This is an optimization exercise on Yosys and OpenROAD, whose aim is a short achievable clock period and few clock cycles per item, not a production implementation. Function was checked by simulation only, so behaviour that the tests miss may differ from the original. Power figures rest on the tool's default switching activity, not on a simulated workload.

==> flow/design.v <==
`default_nettype none
package rpc_pkg;
  localparam int CoordW = 16;
  localparam int SumW = 23;        
  localparam int OutW = 22;
  localparam int AccW = 36;        
  localparam int VBanks = 5;       
  localparam int SAddrW = 4;       
  localparam int OAddrW = 3;       
endpackage
`default_nettype wire
`default_nettype none
module rpc_ctrl (
  input  wire logic               clk,
  input  wire logic               rst,
  input  wire logic               wr_v,
  input  wire logic [45:0]        wr_data,
  input  wire logic               out_stall,
  output logic                    out_valid,
  output logic signed [21:0]      x_out,
  output logic signed [21:0]      y_out,
  output logic                    last_out,
  output logic                    overflow,
  output logic                    pop_d
);
  localparam int OA = rpc_pkg::OAddrW;
  localparam int OD = 1 << OA;
  logic [OD-1:0][45:0] omem;
  logic [OA-1:0]       owp, orp, orp1;    
  logic [OA:0]         qn;                
  logic                ov, pop, has0, has1;    
  logic [OA:0]         qa, qb;
  logic                has0_a, has1_a, has0_b, has1_b;
  logic [45:0]         show0, show1;
  assign pop   = ov && !out_stall;
  assign show0 = has0 ? omem[orp] : wr_data;
  assign show1 = has1 ? omem[orp1] : wr_data;
  assign qa     = qn + (OA+1)'(wr_v);
  assign qb     = qa - (OA+1)'(1);
  assign has0_a = (qa != '0);
  assign has1_a = (qa[OA:1] != '0);
  assign has0_b = (qb != '0);
  assign has1_b = (qb[OA:1] != '0);
  always_ff @(posedge clk) begin
    for (int i = 0; i < OD; i++)
      if (wr_v && owp == OA'(i)) omem[i] <= wr_data;
    {overflow, last_out, y_out, x_out} <= pop ? show1 : show0;
    if (rst) begin
      owp       <= '0;
      orp       <= '0;
      orp1      <= OA'(1);
      qn        <= '0;
      has0      <= 1'b0;
      has1      <= 1'b0;
      ov        <= 1'b0;
      out_valid <= 1'b0;
      pop_d     <= 1'b0;
    end else begin
      owp       <= owp + OA'(wr_v);
      if (pop) begin
        orp  <= orp1;
        orp1 <= orp1 + OA'(1);
      end
      qn        <= pop ? qb : qa;
      has0      <= pop ? has0_b : has0_a;
      has1      <= pop ? has1_b : has1_a;
      ov        <= pop ? has0_b : has0_a;
      out_valid <= ((pop ? qb : qa) != '0);    
      pop_d     <= pop;
    end
  end
endmodule
`default_nettype wire
`default_nettype none
module rpc_div (
  input  wire logic                 clk,
  input  wire logic                 rst,
  input  wire logic                 in_v,
  input  wire logic signed [22:0]   in_sx,
  input  wire logic signed [22:0]   in_sy,
  input  wire logic signed [22:0]   in_nsx,
  input  wire logic signed [22:0]   in_nsy,
  input  wire logic [6:0]           in_n,
  input  wire logic [5:0]           in_nm1,
  input  wire logic                 in_ovf,
  output logic                      out_v,
  output logic [15:0]               out_qx,
  output logic [15:0]               out_qy,
  output logic                      out_nx,
  output logic                      out_ny,
  output logic [5:0]                out_nm1,
  output logic                      out_ovf
);
  localparam int PW = 43;    
  function automatic logic [27:0] recip(input logic [6:0] n);
    case (n)
      7'd1: recip = 28'd134217728;
      7'd2: recip = 28'd67108864;
      7'd3: recip = 28'd44739243;
      7'd4: recip = 28'd33554432;
      7'd5: recip = 28'd26843546;
      7'd6: recip = 28'd22369622;
      7'd7: recip = 28'd19173962;
      7'd8: recip = 28'd16777216;
      7'd9: recip = 28'd14913081;
      7'd10: recip = 28'd13421773;
      7'd11: recip = 28'd12201612;
      7'd12: recip = 28'd11184811;
      7'd13: recip = 28'd10324441;
      7'd14: recip = 28'd9586981;
      7'd15: recip = 28'd8947849;
      7'd16: recip = 28'd8388608;
      7'd17: recip = 28'd7895161;
      7'd18: recip = 28'd7456541;
      7'd19: recip = 28'd7064091;
      7'd20: recip = 28'd6710887;
      7'd21: recip = 28'd6391321;
      7'd22: recip = 28'd6100806;
      7'd23: recip = 28'd5835554;
      7'd24: recip = 28'd5592406;
      7'd25: recip = 28'd5368710;
      7'd26: recip = 28'd5162221;
      7'd27: recip = 28'd4971027;
      7'd28: recip = 28'd4793491;
      7'd29: recip = 28'd4628198;
      7'd30: recip = 28'd4473925;
      7'd31: recip = 28'd4329605;
      7'd32: recip = 28'd4194304;
      7'd33: recip = 28'd4067204;
      7'd34: recip = 28'd3947581;
      7'd35: recip = 28'd3834793;
      7'd36: recip = 28'd3728271;
      7'd37: recip = 28'd3627507;
      7'd38: recip = 28'd3532046;
      7'd39: recip = 28'd3441481;
      7'd40: recip = 28'd3355444;
      7'd41: recip = 28'd3273604;
      7'd42: recip = 28'd3195661;
      7'd43: recip = 28'd3121343;
      7'd44: recip = 28'd3050403;
      7'd45: recip = 28'd2982617;
      7'd46: recip = 28'd2917777;
      7'd47: recip = 28'd2855697;
      7'd48: recip = 28'd2796203;
      7'd49: recip = 28'd2739138;
      7'd50: recip = 28'd2684355;
      7'd51: recip = 28'd2631721;
      7'd52: recip = 28'd2581111;
      7'd53: recip = 28'd2532410;
      7'd54: recip = 28'd2485514;
      7'd55: recip = 28'd2440323;
      7'd56: recip = 28'd2396746;
      7'd57: recip = 28'd2354697;
      7'd58: recip = 28'd2314099;
      7'd59: recip = 28'd2274877;
      7'd60: recip = 28'd2236963;
      7'd61: recip = 28'd2200291;
      7'd62: recip = 28'd2164803;
      7'd63: recip = 28'd2130441;
      7'd64: recip = 28'd2097152;
      default: recip = 28'd0;
    endcase
  endfunction
  logic               a_v, a_nx, a_ny, a_ovf;
  logic signed [22:0] a_ax, a_ay, a_nax, a_nay;
  logic [27:0]        a_m;
  logic [5:0]         a_nm1;
  always_ff @(posedge clk) begin
    a_v   <= in_v && !rst;
    a_nx  <= in_sx[22];
    a_ny  <= in_sy[22];
    a_ovf <= in_ovf;
    a_nm1 <= in_nm1;
    a_ax  <= in_sx[22] ? in_nsx : in_sx;
    a_nax <= in_sx[22] ? in_sx : in_nsx;
    a_ay  <= in_sy[22] ? in_nsy : in_sy;
    a_nay <= in_sy[22] ? in_sy : in_nsy;
    a_m   <= recip(in_n);
  end
  function automatic logic [PW-1:0] bpp(input logic signed [22:0] v, input logic signed [22:0] nv,
                                        input logic [30:0] m2, input int j);
    logic b0, b1, b2;
    logic signed [23:0] t;
    b0 = m2[2*j];
    b1 = m2[2*j+1];
    b2 = m2[2*j+2];
    case ({b2, b1, b0})
      3'b001, 3'b010: t = 24'(v);
      3'b011:         t = {v, 1'b0};
      3'b100:         t = {nv, 1'b0};
      3'b101, 3'b110: t = 24'(nv);
      default:        t = '0;
    endcase
    bpp = PW'(t) << (2 * j);
  endfunction
  function automatic logic [5*PW-1:0] reduce15(input logic [14:0][PW-1:0] r0);
    logic [9:0][PW-1:0] r1;
    logic [6:0][PW-1:0] r2;
    logic [4:0][PW-1:0] r3;
    for (int g = 0; g < 5; g++) begin
      r1[2*g]   = r0[3*g] ^ r0[3*g+1] ^ r0[3*g+2];
      r1[2*g+1] = ((r0[3*g] & r0[3*g+1]) | (r0[3*g] & r0[3*g+2]) | (r0[3*g+1] & r0[3*g+2])) << 1;
    end
    for (int g = 0; g < 3; g++) begin
      r2[2*g]   = r1[3*g] ^ r1[3*g+1] ^ r1[3*g+2];
      r2[2*g+1] = ((r1[3*g] & r1[3*g+1]) | (r1[3*g] & r1[3*g+2]) | (r1[3*g+1] & r1[3*g+2])) << 1;
    end
    r2[6] = r1[9];
    for (int g = 0; g < 2; g++) begin
      r3[2*g]   = r2[3*g] ^ r2[3*g+1] ^ r2[3*g+2];
      r3[2*g+1] = ((r2[3*g] & r2[3*g+1]) | (r2[3*g] & r2[3*g+2]) | (r2[3*g+1] & r2[3*g+2])) << 1;
    end
    r3[4] = r2[6];
    reduce15 = r3;
  endfunction
  function automatic logic [2*PW-1:0] reduce5(input logic [4:0][PW-1:0] r3);
    logic [3:0][PW-1:0] r4;
    logic [2:0][PW-1:0] r5;
    logic [1:0][PW-1:0] r6;
    r4[0] = r3[0] ^ r3[1] ^ r3[2];
    r4[1] = ((r3[0] & r3[1]) | (r3[0] & r3[2]) | (r3[1] & r3[2])) << 1;
    r4[2] = r3[3];
    r4[3] = r3[4];
    r5[0] = r4[0] ^ r4[1] ^ r4[2];
    r5[1] = ((r4[0] & r4[1]) | (r4[0] & r4[2]) | (r4[1] & r4[2])) << 1;
    r5[2] = r4[3];
    r6[0] = r5[0] ^ r5[1] ^ r5[2];
    r6[1] = ((r5[0] & r5[1]) | (r5[0] & r5[2]) | (r5[1] & r5[2])) << 1;
    reduce5 = r6;
  endfunction
  logic [14:0][PW-1:0] ppx, ppy;
  logic [30:0]         m2;
  assign m2 = {2'b00, a_m, 1'b0};    
  always_comb begin
    for (int j = 0; j < 15; j++) begin
      ppx[j] = bpp(a_ax, a_nax, m2, j);
      ppy[j] = bpp(a_ay, a_nay, m2, j);
    end
  end
  logic               b_v, b_nx, b_ny, b_ovf;
  logic [4:0][PW-1:0] b_x, b_y;
  logic [5:0]         b_nm1;
  always_ff @(posedge clk) begin
    b_v   <= a_v && !rst;
    b_nx  <= a_nx;
    b_ny  <= a_ny;
    b_ovf <= a_ovf;
    b_nm1 <= a_nm1;
    b_x   <= reduce15(ppx);
    b_y   <= reduce15(ppy);
  end
  logic               c_v, c_nx, c_ny, c_ovf;
  logic [1:0][PW-1:0] c_x, c_y;
  logic [5:0]         c_nm1;
  always_ff @(posedge clk) begin
    c_v   <= b_v && !rst;
    c_nx  <= b_nx;
    c_ny  <= b_ny;
    c_ovf <= b_ovf;
    c_nm1 <= b_nm1;
    c_x   <= reduce5(b_x);
    c_y   <= reduce5(b_y);
  end
  logic [PW-1:0] fx, fy;
  assign fx = c_x[0] + c_x[1];
  assign fy = c_y[0] + c_y[1];
  always_ff @(posedge clk) begin
    out_v   <= c_v && !rst;
    out_nx  <= c_nx;
    out_ny  <= c_ny;
    out_ovf <= c_ovf;
    out_nm1 <= c_nm1;
    out_qx  <= fx[42:27];
    out_qy  <= fy[42:27];
  end
endmodule
module rpc_rot (
  input  wire logic                 clk,
  input  wire logic                 rst,
  input  wire logic                 in_v,
  input  wire logic signed [15:0]   in_x,
  input  wire logic signed [15:0]   in_y,
  input  wire logic signed [16:0]   in_cx,
  input  wire logic signed [16:0]   in_cy,
  input  wire logic                 in_last,
  input  wire logic                 in_ovf,
  input  wire logic [7:0]           c_one, c_two, c_neg,
  input  wire logic [7:0]           s_one, s_two, s_neg,
  output logic                      out_v,
  output logic signed [21:0]        out_x,
  output logic signed [21:0]        out_y,
  output logic                      out_last,
  output logic                      out_ovf
);
  localparam int W = rpc_pkg::AccW;
  logic               a_v, a_last, a_ovf;
  logic signed [17:0] a_dx, a_ndx, a_dy, a_ndy;
  logic [W-1:0]       a_kx, a_ky;
  always_ff @(posedge clk) begin
    a_v    <= in_v && !rst;
    a_last <= in_last;
    a_ovf  <= in_ovf;
    a_dx   <= 18'(in_x) - 18'(in_cx);
    a_ndx  <= 18'(in_cx) - 18'(in_x);
    a_dy   <= 18'(in_y) - 18'(in_cy);
    a_ndy  <= 18'(in_cy) - 18'(in_y);
    a_kx   <= {W'(in_cx), 14'd0} | W'(512);
    a_ky   <= {W'(in_cy), 14'd0} | W'(512);
  end
  function automatic logic [W-1:0] pp(input logic signed [17:0] m, input logic signed [17:0] nm,
                                      input logic one, input logic two, input logic neg,
                                      input int j);
    logic signed [18:0] v;
    if (one) v = neg ? 19'(nm) : 19'(m);
    else if (two) v = neg ? {nm, 1'b0} : {m, 1'b0};
    else v = '0;
    pp = W'(v) << (2 * j);
  endfunction
  logic [16:0][W-1:0] rx0, ry0;
  logic [11:0][W-1:0] rx1, ry1;
  logic [7:0][W-1:0]  rx2, ry2;
  logic [5:0][W-1:0]  rx3, ry3;
  always_comb begin
    for (int j = 0; j < 8; j++) begin
      rx0[j]     = pp(a_dx, a_ndx, c_one[j], c_two[j], c_neg[j], j);
      rx0[8 + j] = pp(a_ndy, a_dy, s_one[j], s_two[j], s_neg[j], j);
      ry0[j]     = pp(a_dx, a_ndx, s_one[j], s_two[j], s_neg[j], j);
      ry0[8 + j] = pp(a_dy, a_ndy, c_one[j], c_two[j], c_neg[j], j);
    end
    rx0[16] = a_kx;
    ry0[16] = a_ky;
    for (int g = 0; g < 5; g++) begin
      rx1[2*g]   = rx0[3*g] ^ rx0[3*g+1] ^ rx0[3*g+2];
      rx1[2*g+1] = ((rx0[3*g] & rx0[3*g+1]) | (rx0[3*g] & rx0[3*g+2]) | (rx0[3*g+1] & rx0[3*g+2])) << 1;
      ry1[2*g]   = ry0[3*g] ^ ry0[3*g+1] ^ ry0[3*g+2];
      ry1[2*g+1] = ((ry0[3*g] & ry0[3*g+1]) | (ry0[3*g] & ry0[3*g+2]) | (ry0[3*g+1] & ry0[3*g+2])) << 1;
    end
    rx1[10] = rx0[15]; rx1[11] = rx0[16];
    ry1[10] = ry0[15]; ry1[11] = ry0[16];
    for (int g = 0; g < 4; g++) begin
      rx2[2*g]   = rx1[3*g] ^ rx1[3*g+1] ^ rx1[3*g+2];
      rx2[2*g+1] = ((rx1[3*g] & rx1[3*g+1]) | (rx1[3*g] & rx1[3*g+2]) | (rx1[3*g+1] & rx1[3*g+2])) << 1;
      ry2[2*g]   = ry1[3*g] ^ ry1[3*g+1] ^ ry1[3*g+2];
      ry2[2*g+1] = ((ry1[3*g] & ry1[3*g+1]) | (ry1[3*g] & ry1[3*g+2]) | (ry1[3*g+1] & ry1[3*g+2])) << 1;
    end
    for (int g = 0; g < 2; g++) begin
      rx3[2*g]   = rx2[3*g] ^ rx2[3*g+1] ^ rx2[3*g+2];
      rx3[2*g+1] = ((rx2[3*g] & rx2[3*g+1]) | (rx2[3*g] & rx2[3*g+2]) | (rx2[3*g+1] & rx2[3*g+2])) << 1;
      ry3[2*g]   = ry2[3*g] ^ ry2[3*g+1] ^ ry2[3*g+2];
      ry3[2*g+1] = ((ry2[3*g] & ry2[3*g+1]) | (ry2[3*g] & ry2[3*g+2]) | (ry2[3*g+1] & ry2[3*g+2])) << 1;
    end
    rx3[4] = rx2[6]; rx3[5] = rx2[7];
    ry3[4] = ry2[6]; ry3[5] = ry2[7];
  end
  logic               b_v, b_last, b_ovf;
  logic [5:0][W-1:0]  b_rx, b_ry;
  always_ff @(posedge clk) begin
    b_v    <= a_v && !rst;
    b_last <= a_last;
    b_ovf  <= a_ovf;
    b_rx   <= rx3;
    b_ry   <= ry3;
  end
  logic [3:0][W-1:0] rx4, ry4;
  logic [2:0][W-1:0] rx5, ry5;
  logic [1:0][W-1:0] rx6, ry6;
  always_comb begin
    for (int g = 0; g < 2; g++) begin
      rx4[2*g]   = b_rx[3*g] ^ b_rx[3*g+1] ^ b_rx[3*g+2];
      rx4[2*g+1] = ((b_rx[3*g] & b_rx[3*g+1]) | (b_rx[3*g] & b_rx[3*g+2]) | (b_rx[3*g+1] & b_rx[3*g+2])) << 1;
      ry4[2*g]   = b_ry[3*g] ^ b_ry[3*g+1] ^ b_ry[3*g+2];
      ry4[2*g+1] = ((b_ry[3*g] & b_ry[3*g+1]) | (b_ry[3*g] & b_ry[3*g+2]) | (b_ry[3*g+1] & b_ry[3*g+2])) << 1;
    end
    rx5[0] = rx4[0] ^ rx4[1] ^ rx4[2];
    rx5[1] = ((rx4[0] & rx4[1]) | (rx4[0] & rx4[2]) | (rx4[1] & rx4[2])) << 1;
    rx5[2] = rx4[3];
    ry5[0] = ry4[0] ^ ry4[1] ^ ry4[2];
    ry5[1] = ((ry4[0] & ry4[1]) | (ry4[0] & ry4[2]) | (ry4[1] & ry4[2])) << 1;
    ry5[2] = ry4[3];
    rx6[0] = rx5[0] ^ rx5[1] ^ rx5[2];
    rx6[1] = ((rx5[0] & rx5[1]) | (rx5[0] & rx5[2]) | (rx5[1] & rx5[2])) << 1;
    ry6[0] = ry5[0] ^ ry5[1] ^ ry5[2];
    ry6[1] = ((ry5[0] & ry5[1]) | (ry5[0] & ry5[2]) | (ry5[1] & ry5[2])) << 1;
  end
  logic               c_v, c_last, c_ovf;
  logic [1:0][W-1:0]  c_rx, c_ry;
  always_ff @(posedge clk) begin
    c_v    <= b_v && !rst;
    c_last <= b_last;
    c_ovf  <= b_ovf;
    c_rx   <= rx6;
    c_ry   <= ry6;
  end
  logic [W-1:0] sx, sy;
  logic         sat_xn, sat_yn;
  assign sx = c_rx[0] + c_rx[1];
  assign sy = c_ry[0] + c_ry[1];
  assign sat_xn = (sx[W-1:31] == '0) || (sx[W-1:31] == '1);
  assign sat_yn = (sy[W-1:31] == '0) || (sy[W-1:31] == '1);
  assign out_v    = c_v;
  assign out_last = c_last;
  assign out_ovf  = c_ovf;
  assign out_x    = sat_xn ? sx[31:10] : (sx[W-1] ? 22'h200000 : 22'h1fffff);
  assign out_y    = sat_yn ? sy[31:10] : (sy[W-1] ? 22'h200000 : 22'h1fffff);
endmodule
`default_nettype wire
`default_nettype none
module rotate_points_about_centroid_core #(
  parameter int MaxVertices = 64
) (
  input  wire logic               clk,
  input  wire logic               rst,
  input  wire logic               cfg_we,
  input  wire logic               cfg_idx,
  input  wire logic [15:0]        cfg_data,
  input  wire logic               in_valid,
  output logic                    in_stall,
  input  wire logic signed [15:0] x_in,
  input  wire logic signed [15:0] y_in,
  input  wire logic               last_in,
  output logic                    out_valid,
  input  wire logic               out_stall,
  output logic signed [21:0]      x_out,
  output logic signed [21:0]      y_out,
  output logic                    last_out,
  output logic                    overflow
);
  localparam int NB = rpc_pkg::VBanks;
  localparam int VD = NB * 16;
  localparam int SA = rpc_pkg::SAddrW;
  localparam int SD = 1 << SA;
  localparam int Credits = 1 << rpc_pkg::OAddrW;
  function automatic logic [23:0] booth(input logic [15:0] c);
    logic [7:0] one, two, neg;
    logic b0, b1, b2;
    for (int j = 0; j < 8; j++) begin
      b0 = (j == 0) ? 1'b0 : c[2*j-1];
      b1 = c[2*j];
      b2 = c[2*j+1];
      one[j] = b1 ^ b0;
      two[j] = (b2 & ~b1 & ~b0) | (~b2 & b1 & b0);
      neg[j] = b2 & ~(b1 & b0);
    end
    booth = {one, two, neg};
  endfunction
  logic [7:0] c_one, c_two, c_neg, s_one, s_two, s_neg;
  always_ff @(posedge clk) begin
    if (rst) begin
      {c_one, c_two, c_neg} <= booth(16'd16384);
      {s_one, s_two, s_neg} <= booth(16'd0);
    end else if (cfg_we) begin
      if (cfg_idx == 1'b0) {c_one, c_two, c_neg} <= booth(cfg_data);
      else {s_one, s_two, s_neg} <= booth(cfg_data);
    end
  end
  logic               stall_i;
  logic               s0_v, s0_last;
  logic signed [15:0] s0_x, s0_y;
  always_ff @(posedge clk) begin
    s0_v    <= in_valid && !stall_i && !rst;
    s0_x    <= x_in;
    s0_y    <= y_in;
    s0_last <= last_in;
  end
  logic [6:0]         cnt;         
  logic signed [22:0] sum_x, sum_y, nsum_x, nsum_y;
  logic               drop;
  logic               full, keep, close;
  logic signed [22:0] xk, yk, nsx, nsy, nnx, nny;
  assign full  = cnt[6];
  assign keep  = s0_v && !full;
  assign close = s0_v && s0_last;
  assign xk    = full ? 23'sd0 : 23'(s0_x);
  assign yk    = full ? 23'sd0 : 23'(s0_y);
  assign nsx   = sum_x + xk;
  assign nsy   = sum_y + yk;
  assign nnx   = nsum_x - xk;
  assign nny   = nsum_y - yk;
  logic [6:0]         dv_n;
  logic [5:0]         dv_nm1;
  assign dv_n   = full ? 7'd64 : cnt + 7'd1;
  assign dv_nm1 = full ? 6'd63 : cnt[5:0];
  always_ff @(posedge clk) begin
    if (rst) begin
      cnt <= '0; drop <= 1'b0;
      sum_x <= '0; sum_y <= '0; nsum_x <= '0; nsum_y <= '0;
    end else if (s0_v) begin
      if (s0_last) begin
        cnt <= '0; drop <= 1'b0;
        sum_x <= '0; sum_y <= '0; nsum_x <= '0; nsum_y <= '0;
      end else begin
        cnt  <= cnt + {6'd0, !full};
        sum_x <= nsx;
        sum_y <= nsy;
        nsum_x <= nnx;
        nsum_y <= nny;
        drop <= drop | full;
      end
    end
  end
  logic [NB-1:0][15:0][31:0] vmem;
  logic [2:0]                vwb, vrb;
  logic [3:0]                vwi, vri;
  logic [6:0]                vocc;
  always_ff @(posedge clk) begin
    for (int b = 0; b < NB; b++)
      for (int i = 0; i < 16; i++)
        if (keep && vwb == 3'(b) && vwi == 4'(i)) vmem[b][i] <= {s0_y, s0_x};
  end
  logic               dq_v, dq_ovf, dq_nx, dq_ny;
  logic [15:0]        dq_qx, dq_qy;
  logic [5:0]         dq_nm1;
  rpc_div u_div (
    .clk, .rst,
    .in_v(close), .in_sx(nsx), .in_sy(nsy), .in_nsx(nnx), .in_nsy(nny),
    .in_n(dv_n), .in_nm1(dv_nm1), .in_ovf(drop | full),
    .out_v(dq_v), .out_qx(dq_qx), .out_qy(dq_qy), .out_nx(dq_nx), .out_ny(dq_ny),
    .out_nm1(dq_nm1), .out_ovf(dq_ovf)
  );
  localparam int ShW = 41;
  logic [SD-1:0][ShW-1:0] smem;
  logic [SA-1:0]          swp, srp;
  logic [SA:0]            scnt, socc;
  logic [ShW-1:0]         dq_sh, src_sh;
  logic                   nxt_v, cur_v;
  logic [ShW-1:0]         nxt_sh;
  logic [15:0]            cur_qx, cur_qy;
  logic                   cur_nx, cur_ny, cur_ovf;
  logic [5:0]             rem;        
  logic                   credit_ok, issue, is_last, cur_done, nxt_take, src_v, from_q, nxt_load;
  logic                   cur_take, src_used;
  logic [ShW-1:0]         cur_src;
  logic [4:0]             occ;
  logic                   pop_d;
  assign dq_sh     = {dq_ovf, dq_nm1, dq_ny, dq_nx, dq_qy, dq_qx};
  assign from_q    = (scnt != '0);
  assign src_v     = from_q || dq_v;
  assign src_sh    = from_q ? smem[srp] : dq_sh;
  assign cur_src   = nxt_v ? nxt_sh : src_sh;
  assign credit_ok = (occ < 5'(Credits));
  assign issue     = cur_v && credit_ok;
  assign is_last   = (rem == '0);
  assign cur_done  = !cur_v || (issue && is_last);
  assign cur_take  = cur_done && (nxt_v || src_v);
  assign nxt_take  = cur_done && nxt_v;
  assign nxt_load  = (nxt_v ? nxt_take : !cur_done) && src_v;
  assign src_used  = nxt_load || (cur_done && !nxt_v && src_v);
  always_ff @(posedge clk) begin
    for (int i = 0; i < SD; i++)
      if (dq_v && swp == SA'(i)) smem[i] <= dq_sh;
    if (nxt_load) nxt_sh <= src_sh;
    if (cur_take) {cur_ovf, cur_ny, cur_nx, cur_qy, cur_qx} <= {cur_src[40], cur_src[33:0]};
    if (cur_take) rem <= cur_src[39:34];
    else if (issue) rem <= rem - 6'd1;
    if (rst) begin
      nxt_v <= 1'b0;
      cur_v <= 1'b0;
      srp   <= '0;
      swp   <= '0;
      scnt  <= '0;
      socc  <= '0;
      vwb   <= '0;
      vwi   <= '0;
      vrb   <= '0;
      vri   <= '0;
      vocc  <= '0;
      occ   <= '0;
    end else begin
      if (cur_done) cur_v <= nxt_v || src_v;
      if (nxt_take || !nxt_v) nxt_v <= nxt_load;
      if (dq_v && !(src_used && !from_q)) begin
        swp  <= swp + SA'(1);
      end
      scnt <= scnt + (SA+1)'(dq_v && !(src_used && !from_q)) - (SA+1)'(src_used && from_q);
      srp  <= srp + SA'(src_used && from_q);
      socc <= socc + (SA+1)'(close) - (SA+1)'(cur_take);
      if (keep) begin
        vwi <= vwi + 4'd1;
        if (vwi == 4'd15) vwb <= (vwb == 3'(NB - 1)) ? 3'd0 : vwb + 3'd1;
      end
      if (issue) begin
        vri <= vri + 4'd1;
        if (vri == 4'd15) vrb <= (vrb == 3'(NB - 1)) ? 3'd0 : vrb + 3'd1;
      end
      vocc <= vocc + 7'(keep) - 7'(issue);
      occ  <= occ + 5'(issue) - 5'(pop_d);
    end
  end
  always_ff @(posedge clk) begin
    if (rst) begin
      in_stall <= 1'b0;
      stall_i  <= 1'b0;
    end else begin
      in_stall <= (vocc >= 7'(VD - 5)) || (socc >= (SA+1)'(SD - 4));
      stall_i  <= !((vocc < 7'(VD - 5)) && (socc < (SA+1)'(SD - 4)));
    end
  end
  logic [NB-1:0][31:0] ra_bank;
  logic                ra_v, ra_last, ra_ovf;
  logic [2:0]          ra_hi;
  logic signed [16:0]  ra_cx, ra_cy;
  always_ff @(posedge clk) begin
    for (int b = 0; b < NB; b++) ra_bank[b] <= vmem[b][vri];
    ra_v    <= issue && !rst;
    ra_hi   <= vrb;
    ra_last <= is_last;
    ra_ovf  <= cur_ovf;
    ra_cx   <= cur_nx ? -(17'(cur_qx)) : 17'(cur_qx);
    ra_cy   <= cur_ny ? -(17'(cur_qy)) : 17'(cur_qy);
  end
  logic               rb_v, rb_last, rb_ovf;
  logic signed [15:0] rb_x, rb_y;
  logic signed [16:0] rb_cx, rb_cy;
  always_ff @(posedge clk) begin
    {rb_y, rb_x} <= ra_bank[ra_hi];
    rb_v    <= ra_v && !rst;
    rb_last <= ra_last;
    rb_ovf  <= ra_ovf;
    rb_cx   <= ra_cx;
    rb_cy   <= ra_cy;
  end
  logic               ro_v, ro_last, ro_ovf;
  logic signed [21:0] ro_x, ro_y;
  rpc_rot u_rot (
    .clk, .rst,
    .in_v(rb_v), .in_x(rb_x), .in_y(rb_y), .in_cx(rb_cx), .in_cy(rb_cy),
    .in_last(rb_last), .in_ovf(rb_ovf),
    .c_one, .c_two, .c_neg, .s_one, .s_two, .s_neg,
    .out_v(ro_v), .out_x(ro_x), .out_y(ro_y), .out_last(ro_last), .out_ovf(ro_ovf)
  );
  rpc_ctrl u_out (
    .clk, .rst,
    .wr_v(ro_v), .wr_data({ro_ovf, ro_last, ro_y, ro_x}),
    .out_stall, .out_valid, .x_out, .y_out, .last_out, .overflow, .pop_d
  );
endmodule
`default_nettype wire
==> flow/flow/run.sh <==
#!/bin/bash
# The standard ORFS layout (standard.sh, standard synthesis unchanged) in two parts:
#  1. synthesis to placement;
#  2. flow/adjust_place.tcl moves each output port's flip-flop next to its port buffer;
#  3. CTS, routing and finishing.
# Timing repair is asked for extra setup slack (SETUP_SLACK_MARGIN) so that it also shortens
# paths that already meet the 12 ns clock. The constraints (SDC) are the standard flow's, unchanged.
# Each tool's output goes to a log file of its own in this folder.
set -euo pipefail
M=SETUP_SLACK_MARGIN=8.3
bash standard.sh $M place > flow_make_place.log 2>&1
RES=$PWD/orfs/results/sky130hd/rotate_points_about_centroid_core/base FLOW_HOME=$FLOW_HOME \
  openroad -no_init -exit flow/adjust_place.tcl > flow_adjust_place.log 2>&1
bash standard.sh $M finish > flow_make_finish.log 2>&1
==> flow/flow/adjust_place.tcl <==
# Runs between ORFS placement and CTS: moves each output port's flip-flop next to the port's
# output buffer (shortening the register-to-port wire), legalizes, and rewrites 3_place.odb.
set plat $::env(FLOW_HOME)/platforms/sky130hd
read_lef $plat/lef/sky130_fd_sc_hd.tlef
read_lef $plat/lef/sky130_fd_sc_hd_merged.lef
read_liberty $plat/lib/sky130_fd_sc_hd__tt_025C_1v80.lib
set res $::env(RES)
read_db $res/3_place.odb
source [file dirname [info script]]/pull_ports.tcl
set_placement_padding -global -left 0 -right 0
detailed_placement
optimize_mirroring
puts "Placement violations [check_placement -verbose]."
write_db $res/3_place.odb
==> flow/flow/pull_ports.tcl <==
# Move each output port's flip-flop next to the port's output buffer, then legalize.
set block [ord::get_db_block]
set moved 0
foreach bterm [$block getBTerms] {
  if {[$bterm getIoType] != "OUTPUT"} { continue }
  set net [$bterm getNet]
  set buf ""
  foreach it [$net getITerms] { if {[$it isOutputSignal]} { set buf [$it getInst] } }
  if {$buf == ""} { continue }
  set n2 ""
  foreach it [$buf getITerms] { if {[$it isInputSignal]} { set n2 [$it getNet] } }
  if {$n2 == ""} { continue }
  set ff ""
  foreach it [$n2 getITerms] { if {[$it isOutputSignal]} { set ff [$it getInst] } }
  if {$ff == ""} { continue }
  if {![string match "*df*" [[$ff getMaster] getName]]} { continue }
  set loc [$buf getLocation]
  $ff setLocation [lindex $loc 0] [lindex $loc 1]
  incr moved
}
puts "moved $moved flip-flops next to their output buffers"
==> flow/standard.sh <==
#!/bin/bash
# synth_recipe.tcl (not shown) runs the flow's synth.tcl, then flattens the netlist and writes it again
# the make line also repeats each setting of config.mk as NAME=value (left out here)
make -C /OpenROAD-flow-scripts/flow DESIGN_CONFIG=/design/flow/config.mk WORK_HOME=/design/flow/orfs CLKGATE_MAP_FILE= SYNTH_SCRIPT=/design/flow/synth_recipe.tcl "${@:-finish}"
==> flow/config.mk <==
export PLATFORM = sky130hd
export DESIGN_NAME = rotate_points_about_centroid_core
export DESIGN_NICKNAME = rotate_points_about_centroid_core
export VERILOG_FILES = /design/flow/design.v
export SDC_FILE = /design/flow/constraint.sdc
export NUM_CORES = 4
export LEC_CHECK = 0
export CAP_MARGIN = 20
export CORE_MARGIN = 2
export CORE_UTILIZATION = 65
export CTS_BUF_LIST = sky130_fd_sc_hd__clkbuf_8 sky130_fd_sc_hd__clkbuf_16
export CTS_CLUSTER_DIAMETER = 80
export CTS_CLUSTER_SIZE = 25
export PLACE_DENSITY_LB_ADDON = 0.15
export SLEW_MARGIN = 20
==> flow/constraint.sdc <==
create_clock -name core_clock -period 12.0 [get_ports {clk}]
set_input_delay 2.4000 -clock core_clock [delete_from_list [all_inputs] [get_ports {clk}]]
set_output_delay 2.4000 -clock core_clock [all_outputs]
set_load 0.01 [all_outputs]
==> reports/results.md, run 1 <==
| Stage | Item | Reported |
|---|---|---|
| status | Outcome | no timing/DRC/antenna violations |
| global route | Initial antenna violation count | 79 |
| clock network | CTS Buffer Depth | 4 |
| worst setup path | Cell seen most often among critical-path stages | sky130_fd_sc_hd__buf_12 |
| pwr | Static Leak | 0.101 µW |
| timing | Final worst path period share | 33.8% |
| yosys | Warnings from Yosys | 4 |
| timing | Number of endpoints with negative hold slack in the final report | 0 |
| global route | Global-route wire length before repair | 1140000 µm |
| global route | Total track usage | 38.5% |
| timing | Worst-case setup margin in the final layout | 7.94 ns |
| worst setup path | Arrival time at the worst endpoint | 4.90 ns |
| clock network | Worst-skew pair later-pin latency | 1.01 ns |
| cells and area | Filler cell count in the final layout | 26300 |
| timing | Peak Freq | 0.246 GHz |
| timing | Finish-stage setup viols | 0 |
| cells and area | Final instance area | 286000 µm² |
| yosys | Post-Synthesis Cells | 18300 |
| timing | Actual slew at the worst max-slew pin | 1.43 ns |
| detailed routing | Final routed DRC violation total | 0 |
| detailed routing | Number of iterations in the first detailed-routing pass | 14 |
| timing | Count of final max-slew check failures | 0 |
| cells and area | Final Util | 70.5% |
| worst setup path | Cell breakdown of the critical path | buf_12, buf_12, clkinv_16, nand2_8, inv_4, fa_2, a21o_1, a21oi_2, o21a_1, or4_4, a31oi_4, a211oi_2, o21ai_2, a2111oi_4, o2bb2ai_2, xnor2_2, buf_4, buf_12, buf_16, mux2_4 |
| worst setup path | Worst Path Buf+Inv | 7 |
| placed design | Instance area at placement | 271000 µm² |
| timing | Worst clock skew | 0.0834 ns |
| yosys | EDFF count, synth | 3666 |
| timing | Post-layout minimum cycle time | 4.06 ns |
| yosys | Post-synthesis instance area | 264000 µm² |
| cells and area | Number of non-filler instances in the completed layout | 23600 |
| clock network | Number of buffers added by the clock tree synthesis step | 278 |
| placed design | IO Port Bufs | 102 |
| clock network | TritonCTS clock tree | built |
| floorplanning | Floorplan core area | 405000 µm² |
| worst setup path | Largest delay share family, worst path | compound AO/OA/AOI/OAI gates |
| placed design | Pre-CTS worst setup slack | 6.55 ns |
| detailed routing | Number of design-rule violations left by the first detailed-router iteration | 23800 |
| yosys | Count of unique library cells instantiated by Yosys | 82 |
| cells and area | Share of final-layout standard cells stronger than drive strength 1 | 19.0% |
| floorplanning | Num ports | 103 |
| placed design | Dpl hpwl | 479000 µm |
| floorplanning | Initial Util | 65.1% |
| worst hold path | Hold Path Class | reg -> reg |
| detailed routing | Detail-routed net length per standard cell | 34.0 µm |
| worst setup path | Worst Setup Start Kind | flop |
| floorplanning | Number of placement rows | 234 |
| worst setup path | Highest cell delay on the worst timing path | 0.43 ns |
| detailed routing | Via count | 166000 |
| placed design | Post-Place Cells | 22800 |
| detailed routing | Detail-routed via count per cell | 7.07 |
| yosys | Share of synthesized area occupied by flip-flops and latches | 55.1% |
| worst setup path | Crit path capture type | flop |
| worst setup path | Highest net fanout along the worst path | 6 |
| detailed routing | Antenna viol nets, final | 0 |
| clock network | Root buffer cell | sky130_fd_sc_hd__clkbuf_16 |
| worst setup path | Critical path data required time | 12.84 ns |
| clock network | Number of levels in the clock H-tree | 5 |
| detailed routing | Routed wire length | 801000 µm |
| cells and area | Net count, final | 19700 |
| clock network | Clock-pin slew reported for the worst setup and hold paths after clock tree synthesis | 0.10 ns |
| clock network | Sinks on Clock Net | 5427 |
| pwr | Total power divided by cell area | 223 nW/µm² |
| global route | Number of global-route vias before repair | 164000 |
| pwr | Worst VDD drop | 0.218 mV |
| timing | Sum Neg Setup Slack | 0 ns |
| placed design | Final RePlAce weighted congestion | 1.02 |
| worst setup path | Setup Crit Path Kind | reg -> reg |
| cells and area | Leading cell types in the layout, fill and taps excluded | sky130_fd_sc_hd__edfxtp_1 (3666), sky130_fd_sc_hd__dfxtp_1 (1539), sky130_fd_sc_hd__inv_1 (1332) |
| cells and area | Most frequent standard cell in the layout excluding fill and tap cells | sky130_fd_sc_hd__edfxtp_1 |
| yosys | Proportion of register bits with asynchronous set or reset after synthesis | 0% |
| floorplanning | Die area | 411000 µm² |
| global route | Maximum number of pins on one net before global-route repair | 137 |
| floorplanning | Chip height | 641 µm |
| timing | Slew margin rel. | 4.86% |
| floorplanning | Die width | 641 µm |
| yosys | Synth Area per Inst | 14.4 µm² |
| clock network | Number of buffers inserted by hold repair at cts | 0 |
| timing | Setup repair after global routing missed its margin | true |
| worst setup path | Cell with the largest stage delay on the worst path | sky130_fd_sc_hd__a2111oi_4 |
| job | Max cap viols | 0 |
| global route | Overflow left after global routing | 0 |
| cells and area | Layout area overhead | 8.30% |
| yosys | Primary flip-flop cell chosen by synthesis mapping | sky130_fd_sc_hd__edfxtp_1 |
| yosys | Post-Syn Nets | 20200 |
| yosys | Register bit count reported by yosys | 5427 |
## synth_stat cells (13+ instances only)
cell type	count	area [µm²]
sky130_fd_sc_hd__a211oi_1	151	1130
sky130_fd_sc_hd__a21boi_0	38	285
sky130_fd_sc_hd__a21o_1	294	2210
sky130_fd_sc_hd__a21oi_1	683	3420
sky130_fd_sc_hd__a221o_1	92	921
sky130_fd_sc_hd__a221oi_1	367	3210
sky130_fd_sc_hd__a22o_1	131	1150
sky130_fd_sc_hd__a22oi_1	478	3590
sky130_fd_sc_hd__a2bb2oi_1	17	149
sky130_fd_sc_hd__a311oi_1	20	175
sky130_fd_sc_hd__a31oi_1	68	425
sky130_fd_sc_hd__and2_1	72	450
sky130_fd_sc_hd__and3_1	26	163
sky130_fd_sc_hd__buf_1	198	743
sky130_fd_sc_hd__buf_2	16	80.1
sky130_fd_sc_hd__clkbuf_1	1237	4640
sky130_fd_sc_hd__clkinv_1	13	48.8
sky130_fd_sc_hd__dfxtp_1	1761	35300
sky130_fd_sc_hd__edfxtp_1	3666	110000
sky130_fd_sc_hd__fa_1	1288	25800
sky130_fd_sc_hd__ha_1	573	7170
sky130_fd_sc_hd__inv_1	1220	4580
sky130_fd_sc_hd__mux2_2	450	5070
sky130_fd_sc_hd__mux2i_1	645	6460
sky130_fd_sc_hd__mux4_2	1249	28100
sky130_fd_sc_hd__nand2_1	863	3240
sky130_fd_sc_hd__nand2b_1	85	532
sky130_fd_sc_hd__nand3_1	100	500
sky130_fd_sc_hd__nand3b_1	45	338
sky130_fd_sc_hd__nand4_1	26	163
sky130_fd_sc_hd__nor2_1	673	2530
sky130_fd_sc_hd__nor2b_1	132	826
sky130_fd_sc_hd__nor3_1	67	335
sky130_fd_sc_hd__nor3b_1	18	135
sky130_fd_sc_hd__o211ai_1	38	285
sky130_fd_sc_hd__o21a_1	35	263
sky130_fd_sc_hd__o21ai_0	643	3220
sky130_fd_sc_hd__o21bai_1	35	263
sky130_fd_sc_hd__o22a_1	13	114
sky130_fd_sc_hd__o22ai_1	223	1400
sky130_fd_sc_hd__o31ai_1	16	120
sky130_fd_sc_hd__or2_2	13	81.3
sky130_fd_sc_hd__or3_1	18	113
sky130_fd_sc_hd__xnor2_1	243	2130
sky130_fd_sc_hd__xor2_1	110	963
## final cells by class
cell class	instances	area (µm²)	area share, %
Timing Repair inverter	3	48.8	0.0171
Antenna cell	77	193	0.0674
Timing Repair Buffer	712	7640	2.67
Tap cell	5428	6790	2.38
Clock buffer	291	7210	2.52
Clock inverter	211	1530	0.534
Inverter	1237	4740	1.66
Multi-Input combinational cell	10200	112000	39.2
Sequential cell	5427	146000	51.0
## per-stage QoR
stage / power [µW] / hold WS (ns)
3_5_place_dp: 50800 / 0.312
5_1_grt: 66500 / 0.337
4_1_cts: 62300 / 0.325
2_1_floorplan: 41400 / 0.310
3_3_place_gp: 50100 / 0.310
6_report: 63700 / 0.325
## flip-flops by register name (all words and copies together) (netlist names), 28 cells and up
register    cells
nxt_sh         41
u_rot.c_ry     64
u_out.omem    368
u_div.b_y     143
u_rot.b_rx    170
u_rot.c_rx     64
u_div.c_y      70
u_rot.b_ry    170
vmem         2560
u_div.b_x     143
ra_bank       160
u_div.c_x      70
smem          656
u_div.a_m      28
## worst paths after layout
kind | slack, ns | startpoint | cells past startpoint | endpoint
setup / recovery | 7.94 | cnt[6] | 20 | u_div.a_ax[19]
hold / removal | 0.33 | u_div.b_nm1[5] | 0 | u_div.c_nm1[5]
setup reg to reg | 7.94 | cnt[6] | 20 | u_div.a_ax[19]
hold reg to reg | 0.33 | u_div.b_nm1[5] | 0 | u_div.c_nm1[5]
## power breakdown
part	leakage [µW]	switching, µW	internal, µW	total, µW
sequential	0.0477	3620	23700	27300
combinational	0.0490	15000	10600	25600
clock	0.00477	6200	4590	10800
## layer usage
metal	GRT usage [%]	vias up	wire [µm]
met2	59.3	12400	366000
met4	23.6	44	60700
met5	0.260	-	427
li1	-	67200	-
met1	48.9	83900	273000
met3	10.8	2968	101000
## cells by family after synthesis
kind of cell               count (synthesis)  synth area share, %
AOI/OAI and AO/OA                       3429                 8.76
xor gates and xnor gates                 353                 1.17
adders and majority gates               1861                 12.5
buffers and inverters                   2691                 3.84
DFF                                     5427                 55.1
muxes                                   2344                 15.0
and+or+nand+nor                         2172                 3.66
## repair_timing
item / in CTS / in global routing
setup buffers: 99 / 78
endpoints found under the setup margin: 1145 / 717
pin swaps: 39 / 69
gates cloned: 24 / 11
resized for setup: 658 / 331
Testbench counts, summed over its fixed seeds: cycles 6,082, items 5,504.
==> run 2: changes to the inputs <==
--- a/flow/config.mk
+++ b/flow/config.mk
@@ -7,9 +7,9 @@
 export LEC_CHECK = 0
 export CAP_MARGIN = 20
 export CORE_MARGIN = 2
-export CORE_UTILIZATION = 65
+export CORE_UTILIZATION = 50
 export CTS_BUF_LIST = sky130_fd_sc_hd__clkbuf_8 sky130_fd_sc_hd__clkbuf_16
 export CTS_CLUSTER_DIAMETER = 80
 export CTS_CLUSTER_SIZE = 25
-export PLACE_DENSITY_LB_ADDON = 0.15
+export PLACE_DENSITY_LB_ADDON = 0.2
 export SLEW_MARGIN = 20
==> run 2 against run 1 <==
Effect of this change:
- hold slack got worse by 0.019 ns
- critical path depth fell by 3
- critical endpoint is now u_out.x_out[3]
- design area rose by 1.2%
- largest cell class unchanged
- highest routed layer unchanged
- largest power group unchanged
- still clean
- total power rose by 2.5%
- die area rose by 30%
==> reports/results.md, run 2 <==
| Stage | Item | Reported |
|---|---|---|
| status | Outcome | no timing/DRC/antenna violations |
| detailed routing | Number of iterations in the first detailed-routing pass | 10 |
| worst setup path | Setup Crit Path Kind | reg -> reg |
| cells and area | Filler cell count in the final layout | 41700 |
| worst hold path | Hold Path Class | reg -> reg |
| timing | Post-layout minimum cycle time | 3.94 ns |
| detailed routing | Antenna viol nets, final | 0 |
| global route | Initial antenna violation count | 63 |
| timing | Final worst path period share | 32.9% |
| cells and area | Share of final-layout standard cells stronger than drive strength 1 | 19.3% |
| timing | Slew margin rel. | 4.92% |
| yosys | Count of unique library cells instantiated by Yosys | 82 |
| worst setup path | Cell breakdown of the critical path | ha_4, nand2_4, o21ai_2, a311oi_2, buf_4, a311oi_4, buf_12, buf_6, o211ai_1, and3b_1, or3_4, o31a_1, buf_12, buf_12, or2_4, buf_12, o211ai_1 |
| cells and area | Largest register by flop count | vmem |
| timing | Count of final max-slew check failures | 0 |
| cells and area | Most frequent standard cell in the layout excluding fill and tap cells | sky130_fd_sc_hd__edfxtp_1 |
| clock network | CTS Buffer Depth | 4 |
| cells and area | Max reg flops | 2560 |
| yosys | Register bit count reported by yosys | 5427 |
| clock network | Number of buffers inserted by hold repair at cts | 0 |
| detailed routing | Number of design-rule violations left by the first detailed-router iteration | 21400 |
| worst setup path | Highest net fanout along the worst path | 5 |
| yosys | Simple-gate portion of the synthesized area | 3.66% |
| placed design | Instance area at placement | 273000 µm² |
| worst setup path | Highest cell delay on the worst timing path | 0.36 ns |
| yosys | Post-synthesis instance area | 264000 µm² |
| timing | Setup repair after global routing missed its margin | true |
| worst setup path | Worst Setup Start Kind | flop |
| worst setup path | Worst Path Buf+Inv | 6 |
| yosys | Warnings from Yosys | 4 |
| detailed routing | Via count | 163000 |
| worst setup path | Arrival time at the worst endpoint | 4.76 ns |
| placed design | Dpl hpwl | 480000 µm |
| global route | Global-route wire length before repair | 1140000 µm |
| placed design | Final RePlAce weighted congestion | 0.931 |
| yosys | Largest family of logic cells by synthesized area | multiplexers |
| worst hold path | Hold path start | ra_cy[0] |
| global route | Total track usage | 29.4% |
| yosys | Post-synth top area share | 41.7% |
| clock network | Clock-pin slew reported for the worst setup and hold paths after clock tree synthesis | 0.10 ns |
| worst setup path | Cell with the largest stage delay on the worst path | sky130_fd_sc_hd__or3_4 |
| yosys | Primary flip-flop cell chosen by synthesis mapping | sky130_fd_sc_hd__edfxtp_1 |
| yosys | Multiplexer share of the synthesized area | 15.0% |
| timing | Number of endpoints with negative hold slack in the final report | 0 |
| job | Max cap viols | 0 |
| yosys | EDFF count, synth | 3666 |
| global route | Overflow left after global routing | 0 |
| yosys | Synth Area per Inst | 14.4 µm² |
| worst setup path | Critical path data required time | 12.81 ns |
| worst setup path | Launching instance or port of the critical path | u_rot.c_rx[47] |
| yosys | Cell type contributing the most total cell area after synthesis | sky130_fd_sc_hd__edfxtp_1 |
| clock network | Number of levels in the clock H-tree | 5 |
| worst setup path | Crit path capture type | flop |
| cells and area | Layout area overhead | 9.55% |
| timing | Actual slew at the worst max-slew pin | 1.42 ns |
| floorplanning | Num ports | 103 |
| cells and area | Leading registers by flop count | vmem (2560), smem (656), u_out.omem (368) |
| yosys | Compound-cell area share of the yosys netlist | 8.76% |
| clock network | TritonCTS clock tree | built |
| pwr | Static Leak | 0.102 µW |
| cells and area | Final instance area | 289000 µm² |
| worst setup path | Cell seen most often among critical-path stages | sky130_fd_sc_hd__buf_12 |
| detailed routing | Detail-routed via count per cell | 6.49 |
| global route | Number of global-route vias before repair | 162000 |
| timing | Worst clock skew | 0.0966 ns |
| timing | Sum Neg Setup Slack | 0 ns |
| worst setup path | Largest delay share family, worst path | compound AO/OA/AOI/OAI gates |
| yosys | Post-Synthesis Cells | 18300 |
| floorplanning | Number of placement rows | 266 |
| yosys | Proportion of register bits with asynchronous set or reset after synthesis | 0% |
| detailed routing | Final routed DRC violation total | 0 |
| floorplanning | Initial Util | 50.3% |
| clock network | Number of buffers added by the clock tree synthesis step | 302 |
| pwr | Total power divided by cell area | 226 nW/µm² |
| floorplanning | Die width | 731 µm |
| detailed routing | Detail-routed net length per standard cell | 31.8 µm |
| cells and area | Leading cell types in the layout, fill and taps excluded | sky130_fd_sc_hd__edfxtp_1 (3666), sky130_fd_sc_hd__dfxtp_1 (1554), sky130_fd_sc_hd__inv_1 (1306) |
| yosys | Post-Synth Adder-Cell Area | 12.5% |
| yosys | Top cells by count, synth | sky130_fd_sc_hd__edfxtp_1 (3666), sky130_fd_sc_hd__dfxtp_1 (1761), sky130_fd_sc_hd__fa_1 (1288), sky130_fd_sc_hd__mux4_2 (1249), sky130_fd_sc_hd__clkbuf_1 (1237) |
| floorplanning | Die area | 534000 µm² |
| timing | Finish-stage setup viols | 0 |
| detailed routing | Routed wire length | 800000 µm |
| clock network | Root buffer cell | sky130_fd_sc_hd__clkbuf_16 |
| cells and area | Net count, final | 19800 |
| yosys | Xor/xnor share of the synthesized area | 1.17% |
| floorplanning | Floorplan core area | 525000 µm² |
| timing | Peak Freq | 0.254 GHz |
| placed design | IO Port Bufs | 102 |
| yosys | Dominant cells by area after synthesis | sky130_fd_sc_hd__edfxtp_1 (42%), sky130_fd_sc_hd__dfxtp_1 (13%), sky130_fd_sc_hd__mux4_2 (11%) |
| floorplanning | Chip height | 731 µm |
| clock network | Sinks on Clock Net | 5427 |
| pwr | Worst VDD drop | 0.226 mV |
| yosys | Most frequent cell after synthesis | sky130_fd_sc_hd__edfxtp_1 |
| global route | Maximum number of pins on one net before global-route repair | 148 |
| worst setup path | FF-to-FF Start | u_rot.c_rx[47] |
| yosys | Post-Syn Nets | 20200 |
| yosys | Share of synthesized area occupied by flip-flops and latches | 55.1% |
| clock network | Worst-skew pair later-pin latency | 1.03 ns |
-- run 2: per-layer routing --
metal	vias up	track usage [%]	wire, µm
met3	2028	5.37	79000
met2	9369	46.7	370000
li1	67300	-	-
met4	28	11.9	38400
met1	84300	40.5	313000
met5	-	0	192
-- run 2: layout make-up --
class                      count  area, µm²  area share [%]
clock buffer                 317       7840            2.71
inverter                    1237       4730            1.64
clock inverter               238       2270           0.785
tap                         6968       8720            3.02
timing repair inverter         3       48.8          0.0169
antenna                       36       90.1          0.0312
timing repair buffer         738       7780            2.69
sequential                  5427     146000            50.4
multi-input combinational  10200     112000            38.7
-- run 2: report_power, final --
| part | leakage [µW] | internal, µW | switching, µW | total (µW) |
|---|---|---|---|---|
| Clock | 0.00531 | 5240 | 6590 | 11800 |
| Sequential | 0.0477 | 23700 | 3470 | 27200 |
| Combinational | 0.0492 | 11000 | 15300 | 26300 |
| Total | 0.102 | 39900 | 25400 | 65300 |
-- run 2: cells by family (layout without fill, tap and decap cells) --
kind of cell    after synthesis  count (layout)
other cells                   0              36
buf+inv                    2691            2533
flops                      5427            5427
xor+xnor                    353             357
simple gates               2172            2179
fa+ha+maj                  1861            1861
mux                        2344            2344
compound gates             3429            3429
-- run 2: what timing repair did --
item,in CTS,in global routing
setup endpoints to repair,1103,826
pin swaps,66,77
buffers inserted,109,74
resized for setup,653,332
endpoints found under the hold margin,0,0
cloned,22,12
-- run 2: worst paths after layout --
path	cells after the start	endpoint	slack [ns]
worst min register to register	0	rb_cy[0]	0.31
worst max register to register	17	u_out.x_out[3]	8.06
worst max-delay path	17	u_out.x_out[3]	8.06
worst min-delay path	0	rb_cy[0]	0.31
-- run 2: through the flow --
stage                     power, µW  util, %  instances  setup slack (ns)  hold WS, ns
after global routing          68500     55.0      25100              7.99        0.326
after floorplan               41400        -      18300              8.13        0.310
after CTS                     64400     54.6      25000              8.07        0.321
after detailed placement      51400     52.0      24300              6.84        0.312
final                         65300     55.1      25100              8.06        0.306
after global placement        51000     52.0      24300              6.85        0.311
==> run 3: changes to the inputs <==
--- a/flow/config.mk
+++ b/flow/config.mk
@@ -7,9 +7,8 @@
 export LEC_CHECK = 0
 export CAP_MARGIN = 20
 export CORE_MARGIN = 2
-export CORE_UTILIZATION = 50
+export CORE_UTILIZATION = 40
 export CTS_BUF_LIST = sky130_fd_sc_hd__clkbuf_8 sky130_fd_sc_hd__clkbuf_16
 export CTS_CLUSTER_DIAMETER = 80
 export CTS_CLUSTER_SIZE = 25
-export PLACE_DENSITY_LB_ADDON = 0.2
 export SLEW_MARGIN = 20
==> run 3 against run 2 <==
Effect of this change:
- sequential share of layout area fell by 0.47 points
- clock power increased by 3%
- critical path type unchanged
- design area grew 0.91%
- largest power group unchanged
- synthesized cell count unchanged
- critical path depth unchanged
- combinational power decreased by 2%
- count of clock-buffer cells in the layout rose by 14
- first-iteration DRC count shrank 4.8%
- sequential cell count unchanged
- non-clock buffer count rose by 8
- global-route usage shrank 6.0 points
- setup slack better by 0.016 ns
==> reports/results.md, run 3 <==
| Stage | Item | Reported |
|---|---|---|
| status | Outcome | no timing/DRC/antenna violations |
| pwr | Fraction of power spent switching nets | 38.6% |
| clock network | Sinks on Clock Net | 5427 |
| cells and area | Max reg flops | 2560 |
| placed design | Final RePlAce weighted congestion | 0.943 |
| worst setup path | Highest cell delay on the worst timing path | 0.52 ns |
| detailed routing | Number of design-rule violations left by the first detailed-router iteration | 20300 |
| worst setup path | FF-to-FF Start | s0_x[0] |
| pwr | Logic gate share of total power | 39.7% |
| worst setup path | Cell seen most often among critical-path stages | sky130_fd_sc_hd__buf_12 |
| detailed routing | Routed wire length | 811000 µm |
| yosys | EDFF count, synth | 3666 |
| clock network | Worst-skew pair later-pin latency | 1.10 ns |
| timing | Peak Freq | 0.255 GHz |
| worst setup path | Cell breakdown of the critical path | nor2b_4, ha_4, fa_2, a21o_1, a21oi_4, o21a_1, or4_4, a31oi_4, a211oi_2, o21ai_2, a2111oi_4, o2bb2ai_4, xnor2_4, buf_12, buf_12, buf_16, mux2_4 |
| placed design | Dpl hpwl | 492000 µm |
| yosys | Post-synth top area share | 41.7% |
| yosys | Post-Synthesis Cells | 18300 |
| timing | Final worst path period share | 32.7% |
| worst hold path | Hold path start | ra_cx[8] |
| detailed routing | Number of iterations in the first detailed-routing pass | 7 |
| timing | Finish-stage setup viols | 0 |
| cells and area | Leading registers by flop count | vmem (2560), smem (656), u_out.omem (368) |
| worst setup path | Arrival time at the worst endpoint | 4.81 ns |
| yosys | Post-Syn Nets | 20200 |
| yosys | Top cells by count, synth | sky130_fd_sc_hd__edfxtp_1 (3666), sky130_fd_sc_hd__dfxtp_1 (1761), sky130_fd_sc_hd__fa_1 (1288), sky130_fd_sc_hd__mux4_2 (1249), sky130_fd_sc_hd__clkbuf_1 (1237) |
| yosys | Most frequent cell after synthesis | sky130_fd_sc_hd__edfxtp_1 |
| worst setup path | Worst Setup Start Kind | flop |
| global route | Overflow left after global routing | 0 |
| worst setup path | Largest delay share family, worst path | compound AO/OA/AOI/OAI gates |
| pwr | Internal power | 39900 µW |
| worst setup path | Worst Path Buf+Inv | 3 |
| worst hold path | Hold Path Class | reg -> reg |
| global route | Maximum number of pins on one net before global-route repair | 104 |
| placed design | Post-Place Cells | 26100 |
| detailed routing | Detail-routed net length per standard cell | 30.2 µm |
| job | Max cap viols | 0 |
| timing | Worst clock skew | 0.162 ns |
| timing | Count of final max-slew check failures | 0 |
| cells and area | Share of final-layout standard cells stronger than drive strength 1 | 19.3% |
| cells and area | Largest register by flop count | vmem |
| floorplanning | Num ports | 103 |
| floorplanning | Initial Util | 40.1% |
| cells and area | Leading cell types in the layout, fill and taps excluded | sky130_fd_sc_hd__edfxtp_1 (3666), sky130_fd_sc_hd__dfxtp_1 (1584), sky130_fd_sc_hd__inv_1 (1283) |
| pwr | Clock share of power | 18.7% |
| clock network | Clock-pin slew reported for the worst setup and hold paths after clock tree synthesis | 0.10 ns |
| clock network | Number of buffers added by the clock tree synthesis step | 313 |
| cells and area | Net count, final | 19800 |
| global route | Initial antenna violation count | 68 |
| timing | Sum Neg Setup Slack | 0 ns |
| cells and area | Layout area overhead | 10.5% |
| yosys | Synth Area per Inst | 14.4 µm² |
| worst setup path | Cell with the largest stage delay on the worst path | sky130_fd_sc_hd__dfxtp_4 |
| global route | Total track usage | 23.5% |
| clock network | Root buffer cell | sky130_fd_sc_hd__clkbuf_16 |
| cells and area | Most frequent standard cell in the layout excluding fill and tap cells | sky130_fd_sc_hd__edfxtp_1 |
| yosys | Share of synthesized area occupied by flip-flops and latches | 55.1% |
| worst setup path | Highest net fanout along the worst path | 8 |
| timing | Setup repair after global routing missed its margin | true |
| floorplanning | Die area | 666000 µm² |
| detailed routing | Detail-routed via count per cell | 6.03 |
| placed design | IO Port Bufs | 102 |
| yosys | Cell type contributing the most total cell area after synthesis | sky130_fd_sc_hd__edfxtp_1 |
| worst setup path | Crit path capture type | flop |
| yosys | Warnings from Yosys | 4 |
| global route | Number of global-route vias before repair | 161000 |
| worst setup path | R2R depth | 17 |
| worst setup path | Launching instance or port of the critical path | s0_x[0] |
| global route | Global-route wire length before repair | 1150000 µm |
| worst setup path | Register-to-register setup slack | 8.07 ns |
| floorplanning | Floorplan core area | 658000 µm² |
| pwr | Design Power | 65000 µW |
| pwr | Static Leak | 0.102 µW |
| cells and area | Storage element area | 146000 µm² |
| yosys | Proportion of register bits with asynchronous set or reset after synthesis | 0% |
| cells and area | Number of non-filler instances in the completed layout | 26900 |
| worst setup path | Critical path capture point | u_div.a_ax[18] |
| worst setup path | Setup Crit Path Kind | reg -> reg |
| timing | Number of endpoints with negative hold slack in the final report | 0 |
| yosys | Register bit count reported by yosys | 5427 |
| detailed routing | Via count | 162000 |
| clock network | Number of levels in the clock H-tree | 5 |
| pwr | Total power divided by cell area | 223 nW/µm² |
| clock network | TritonCTS clock tree | built |
| yosys | Count of unique library cells instantiated by Yosys | 82 |
| cells and area | Multi-input logic area | 112000 µm² |
| worst setup path | Critical path data required time | 12.88 ns |
| cells and area | Final Util | 44.3% |
| worst setup path | Critical path depth | 17 |
| clock network | CTS Buffer Depth | 4 |
| yosys | Dominant cells by area after synthesis | sky130_fd_sc_hd__edfxtp_1 (42%), sky130_fd_sc_hd__dfxtp_1 (13%), sky130_fd_sc_hd__mux4_2 (11%) |
| yosys | Post-synthesis instance area | 264000 µm² |
| timing | Post-layout minimum cycle time | 3.93 ns |
| detailed routing | Final routed DRC violation total | 0 |
| pwr | Worst VDD drop | 0.234 mV |
| floorplanning | Chip height | 816 µm |
| worst setup path | Destination of the worst register-to-register timing path | u_div.a_ax[18] |
| clock network | Number of buffers inserted by hold repair at cts | 0 |
| cells and area | Filler cell count in the final layout | 57800 |
| pwr | Fraction of power consumed by sequential logic | 41.6% |
| yosys | Primary flip-flop cell chosen by synthesis mapping | sky130_fd_sc_hd__edfxtp_1 |
| timing | Actual slew at the worst max-slew pin | 1.37 ns |
| detailed routing | Antenna viol nets, final | 0 |
| floorplanning | Die width | 816 µm |
| floorplanning | Number of placement rows | 298 |
| pwr | Switching component of the power | 25100 µW |
| timing | Slew margin rel. | 8.45% |
-- run 3: kinds of logic (layout without fill, tap and decap cells) --
family	after synthesis	count (layout)	synth area share (%)
AOI/OAI and AO/OA	3429	3429	8.76
DFF	5427	5427	55.1
xor gates and xnor gates	353	357	1.17
and+or+nand+nor	2172	2176	3.66
muxes	2344	2344	15.0
other	0	30	0
adders and majority gates	1861	1861	12.5
buffers and inverters	2691	2555	3.84
-- run 3: repair_timing --
item | CTS | global route
buffers inserted | 110 | 80
setup endpoints to repair | 1057 | 597
gates resized for setup | 610 | 305
pin swaps | 53 | 70
cloned | 21 | 14
-- run 3: worst register-to-register path, stage by stage, from the launching register on --
cell	delay [ns]
sky130_fd_sc_hd__dfxtp_4	0.52
sky130_fd_sc_hd__nor2b_4	0.28
sky130_fd_sc_hd__ha_4	0.15
sky130_fd_sc_hd__fa_2	0.19
sky130_fd_sc_hd__a21o_1	0.15
sky130_fd_sc_hd__a21oi_4	0.07
sky130_fd_sc_hd__o21a_1	0.21
sky130_fd_sc_hd__or4_4	0.45
sky130_fd_sc_hd__a31oi_4	0.20
sky130_fd_sc_hd__a211oi_2	0.10
sky130_fd_sc_hd__o21ai_2	0.20
sky130_fd_sc_hd__a2111oi_4	0.12
sky130_fd_sc_hd__o2bb2ai_4	0.18
sky130_fd_sc_hd__xnor2_4	0.19
sky130_fd_sc_hd__buf_12	0.18
sky130_fd_sc_hd__buf_12	0.12
sky130_fd_sc_hd__buf_16	0.13
sky130_fd_sc_hd__mux2_4	0.30
-- run 3: layout make-up --
cell class                      count  share of cell area [%]
Multi-Input combinational cell  10200                    38.3
Timing Repair inverter              3                  0.0167
Tap cell                         8700                    3.73
Sequential cell                  5427                    49.9
Clock buffer                      331                    2.80
Clock inverter                    238                   0.825
Inverter                         1237                    1.63
Antenna cell                       30                  0.0257
Timing Repair Buffer              746                    2.70
-- run 3: power groups by stage --
stage	combinational, µW	clock (µW)	sequential, µW
2_1_floorplan	16200	0	25200
4_1_cts	24900	12400	26900
3_3_place_gp	23200	0	27300
3_5_place_dp	23600	0	27400
5_1_grt	28200	13000	27100
6_report	25800	12200	27000
-- run 3: through the flow --
stage               hold WS (ns)  area [µm²]  setup WS (ns)
finish                     0.316      292000           8.07
detailed placement         0.312      275000           6.76
CTS                        0.321      289000           8.01
global route               0.323      292000           8.00
floorplan                  0.310      264000           8.13
global placement           0.312      275000           6.86
-- run 3: routing by layer --
metal	up-vias	routed length (µm)	GRT usage, %
met1	84400	322000	32.0
met2	8545	382000	38.2
li1	67300	-	-
met5	-	84	0.0285
met4	12	33500	8.18
met3	1749	73100	3.87
-- run 3: worst min-delay path by stage --
stage / end / slack, ns / cells after the start
6_report: rb_cx[8] / 0.32 / 0
3_3_place_gp: rb_cy[13] / 0.31 / 0
4_1_cts: rb_cx[13] / 0.32 / 0
5_1_grt: rb_cy[16] / 0.32 / 0
3_5_place_dp: rb_cx[13] / 0.31 / 0
2_1_floorplan: rb_cx[0] / 0.31 / 0

[static timing again, ports no longer ideal]
The results above use ideal ports. As a check the final layouts listed here were re-extracted and re-timed, cells and wires unchanged. Step 1 assumes that a clkbuf_16 drives the clock port and a buf_2 every other input. Step 2 times the ports against the registers' clock, not the clock port: input delays grow and output delays shrink by t, the midpoint of the rising clock arrivals with the driver on. Slacks: no drivers / after step 1 / after step 2; pairs: no drivers / after step 1.
run | t (ns) | slack for setup (ns) | clock arrival spread, ns | slew at the worst register clock pin (ns) | worst slew at a driven data input, ns
run 1 | 1.087 | 7.941 / 7.941 / 7.397 | 0.090 / 0.091 | 0.11 / 0.11 | 0.24
run 2 | 1.109 | 8.055 / 8.025 / 7.171 | 0.108 / 0.108 | 0.11 / 0.11 | 0.24
run 3 | 1.155 | 8.072 / 7.951 / 7.234 | 0.162 / 0.163 | 0.11 / 0.11 | 0.21
After both steps setup and hold are still met in every run listed. The setup slack of run 2, which loses most, moves by -0.030 ns with the drivers and by -0.884 ns with both steps.
